What follows belongs to an exercise in optimizing a design on an open flow for small area, a short achievable clock period and few clock cycles; a production flow would make more cautious choices.
Function was checked by simulation only, so behaviour that the tests miss may differ from the original.
Power and IR drop assume default switching activity.

v14:
Design energy_vad_endpoint_detector_core, start of the top module:
module energy_vad_endpoint_detector_core (
  input  logic        clk,
  input  logic        rst,
  input  logic        s_tvalid,
  output logic        s_tready,
  input  logic [15:0] s_tdata,
  input  logic [1:0]  s_tuser,
  input  logic        s_tlast,
  output logic        m_tvalid,
  input  logic        m_tready,
  output logic [7:0]  m_tdata,
  input  logic        cfg_we,
  input  logic [2:0]  cfg_index,
  input  logic [30:0] cfg_wdata
);
export LEC_CHECK = 0
export ABC_AREA = 1
export CAP_MARGIN = 20
export CORE_MARGIN = 2
export CORE_UTILIZATION = 75
export PLACE_DENSITY = 0.85
export SLEW_MARGIN = 20
create_clock -name core_clock -period 10.0 [get_ports {clk}]
standard.sh (not shown) runs the stock make flow with config.mk's settings and CLKGATE_MAP_FILE= SYNTH_SCRIPT=/design/flow/synth_recipe.tcl, a recipe that flattens the netlist after the stock synthesis.
==> flow/flow/run.sh <==
#!/bin/bash
# Layout flow: the standard ORFS flow, with two changes to how the layout
# is made (the clock period and constraints are unchanged):
#  - the timing repair after floorplan, clock-tree synthesis and global
#    routing aims for setup slack of REPAIR_MARGIN ns;
#  - every input and output port still gets its own buffer, but a plain
#    buf_1 (the repair resizes it where timing needs) instead of a delay cell.
# Each step's full output is in orfs/logs/; make's own output goes to
# flow_make.log here.
set -euo pipefail
REPAIR_MARGIN=7.0
bash standard.sh SETUP_SLACK_MARGIN=$REPAIR_MARGIN \
  "BUFFER_PORTS_ARGS=-buffer_cell sky130_fd_sc_hd__buf_1" finish > flow_make.log 2>&1
v14 completed; timing, DRC and antenna clean
Testbench counts of v14, summed over its fixed seeds: cycles 160,139.
Relative to v14, the following input files were edited for v12:
- clearing PLACE_DENSITY, which used to be 0.85
- swapping 75 for 40 in CORE_UTILIZATION
- putting CTS_BUF_LIST at sky130_fd_sc_hd__clkbuf_4 sky130_fd_sc_hd__clkbuf_8 where nothing was set
==> comparison <==
Of v14 and v12, v14 shows the higher proportion of cell area occupied by registers, with v12 below it. From v14 to v12 the numbers moved as follows: count of non-filler cells in the finished layout went up; final core utilization went down; die outline area went up; maximum operating frequency went down; cell row count went up. The run with more routed wire is v14, not v12.
The inputs of v39 differ from those of v12 as listed below.
- CORE_UTILIZATION now 65, was 40
- CTS_BUF_LIST no longer set, was sky130_fd_sc_hd__clkbuf_4 sky130_fd_sc_hd__clkbuf_8
- PLACE_DENSITY now 0.75, previously not set
diff --git a/flow/flow/run.sh b/flow/flow/run.sh
--- a/flow/flow/run.sh
+++ b/flow/flow/run.sh
@@ -11 +11 @@
-REPAIR_MARGIN=7.0
+REPAIR_MARGIN=6.8
--- outcome ---
Compared to v12, v39 was floorplanned on a smaller die. The lower share of final-layout standard cells stronger than drive strength 1 of v39 and v12 is in v39. Switching power total in v39 is 4.5% below v12. v12 → v39: maximum achievable frequency went up; design area down about 4%; wire length shrank by 8.1%; placeable core region has decreased; final setup slack of the worst path went up. Critical path depth: v39 vs v12 up 10. v39: final layout net count about 1.3% below v12.
Here is what was changed in the inputs of v18 compared with v39.
- removing PLACE_DENSITY (formerly 0.75)
- changing CORE_UTILIZATION from 65 to 40
diff --git a/flow/flow/run.sh b/flow/flow/run.sh
--- a/flow/flow/run.sh
+++ b/flow/flow/run.sh
@@ -11 +11 @@
-REPAIR_MARGIN=6.8
+REPAIR_MARGIN=7.0
[summary]
v18 vs v39, first-iteration DRC count went down by 171.
v18 ended up with m_tdata[2] as its endpoint of the most critical setup path; v39 ended up with b1[15].
Clock-buffer cell count: v18 lower than v39
Compared with v39, v18 shows a higher share of final-layout standard cells stronger than drive strength 1.


run A:
energy_vad_endpoint_detector_core, a different RTL version from the one above (not shown whole).
Size: ~2,800 cells after synthesis, about 330 flip-flops, about 68 I/O pins.
==> flow/config.mk <==
export PLATFORM = sky130hd
export DESIGN_NAME = energy_vad_endpoint_detector_core
export DESIGN_NICKNAME = energy_vad_endpoint_detector_core
export VERILOG_FILES = /design/flow/design.v
export SDC_FILE = /design/flow/constraint.sdc
export NUM_CORES = 4
export LEC_CHECK = 0
export ABC_AREA = 1
export CAP_MARGIN = 20
export CORE_MARGIN = 2
export CORE_UTILIZATION = 40
export SLEW_MARGIN = 20
==> flow/constraint.sdc <==
create_clock -name core_clock -period 10.0 [get_ports {clk}]
set_input_delay 2.0000 -clock core_clock [delete_from_list [all_inputs] [get_ports {clk}]]
set_output_delay 2.0000 -clock core_clock [all_outputs]
set_load 0.01 [all_outputs]
==> flow/flow/run.sh <==
#!/bin/bash
# Layout flow: the standard ORFS flow, with the timing repair after
# clock-tree synthesis and global routing aiming for setup slack of
# REPAIR_MARGIN ns (the clock period and constraints are unchanged; only the
# repair target moves). Each step's full output is in orfs/logs/; make's own
# output goes to flow_make.log here.
set -euo pipefail
REPAIR_MARGIN=7.5
bash standard.sh SETUP_SLACK_MARGIN=$REPAIR_MARGIN finish > flow_make.log 2>&1
Testbench counts of run A, summed over its fixed seeds: cycles 160,139.
Here is what was changed in the inputs of run B compared with run A.
diff --git a/flow/flow/run.sh b/flow/flow/run.sh
--- a/flow/flow/run.sh
+++ b/flow/flow/run.sh
@@ -7,3 +7,3 @@
 set -euo pipefail
-REPAIR_MARGIN=7.5
+REPAIR_MARGIN=7.0
 bash standard.sh SETUP_SLACK_MARGIN=$REPAIR_MARGIN finish > flow_make.log 2>&1
[summary]
Changes observed in run B relative to run A: logic gate share of total power went down by 8.8 points; shortest period the worst path allows now smaller; worst hold slack after final layout barely changed. In the flow results for run B and run A, the part of the total power dissipated in sequential elements is larger on run B.
[inputs] run C vs run B
==> flow/flow/run.sh <==
#!/bin/bash
# Layout flow: the standard ORFS flow, with two changes to how the layout
# is made (the clock period and constraints are unchanged):
#  - the timing repair after floorplan, clock-tree synthesis and global
#    routing aims for setup slack of REPAIR_MARGIN ns;
#  - every input and output port still gets its own buffer, but a plain
#    buf_1 (the repair resizes it where timing needs) instead of a delay cell.
# Each step's full output is in orfs/logs/; make's own output goes to
# flow_make.log here.
set -euo pipefail
REPAIR_MARGIN=7.0
bash standard.sh SETUP_SLACK_MARGIN=$REPAIR_MARGIN \
  "BUFFER_PORTS_ARGS=-buffer_cell sky130_fd_sc_hd__buf_1" finish > flow_make.log 2>&1
--- outcome ---
- Looking at layout overhead on the synthesized area across run C and run B, the one that comes out lower is run C.
- In the metrics for run C and run B, the one carrying the higher wire length is run B.
- The final reports for run C and run B show routability-driven placement congestion ratio higher in the former.
- Across both runs, global-route usage was lower for run C than for run B.
- Going from run B to run C, the via count of the first global-routing pass was found to have gone down by 495.
- Going from run B to run C, time the worst path needs with I/O delays and setup decreased 0.0037 ns; total iterations of the first detailed-routing run increased 2; fraction of area in non-clock buffers decreased 1.9 points; footprint of the multi-input gates decreased 0.41%.
- Instance area after placement delta for run C relative to run B: 1.7% lower
- Cell with the largest stage delay on the worst path: sky130_fd_sc_hd__dfxtp_4 -> run C, sky130_fd_sc_hd__edfxtp_1 -> run B
- | part of the total power dissipated in the clock network | run C vs run B | 0.4 points higher |

-- afterwards: timing with drivers on the ports --
In the flow no input, the clock included, has a driving cell. The finished layouts below were timed again as built, in two steps. Step 1: set_driving_cell puts a clkbuf_16 on clk and a buf_2 on each other input, an assumption about the parent block. Step 2 times the ports against the registers' clock, not the clock port: input delays grow and output delays shrink by t, the midpoint of the rising clock arrivals with the driver on. a / b / c = ideal / step 1 / step 2; a / b = the first two.
run | t, ns | slack for setup (ns) | worst setup path after step 2 | latest minus earliest clock arrival (ns) | cell pins on the clock port's net
v14 | 0.579 | 6.927 / 6.924 / 6.483 | input to register | 0.014 / 0.015 | 1
v12 | 0.703 | 6.856 / 6.803 / 6.482 | input to register | 0.053 / 0.053 | 1
v39 | 0.579 | 6.915 / 6.915 / 6.370 | input to register | 0.023 / 0.023 | 1
v18 | 0.596 | 6.946 / 6.889 / 6.561 | input to register | 0.031 / 0.030 | 1
run A | 0.617 | 6.938 / 6.877 / 6.737 | input to register | 0.021 / 0.021 | 1
run B | 0.619 | 6.949 / 6.889 / 6.505 | input to register | 0.033 / 0.033 | 1
run C | 0.605 | 6.953 / 6.898 / 6.502 | input to register | 0.025 / 0.025 | 1
After both steps every run listed still meets setup and hold. The setup slack of v39, which loses most, moves by 0.000 ns with the drivers and by -0.545 ns with both steps.
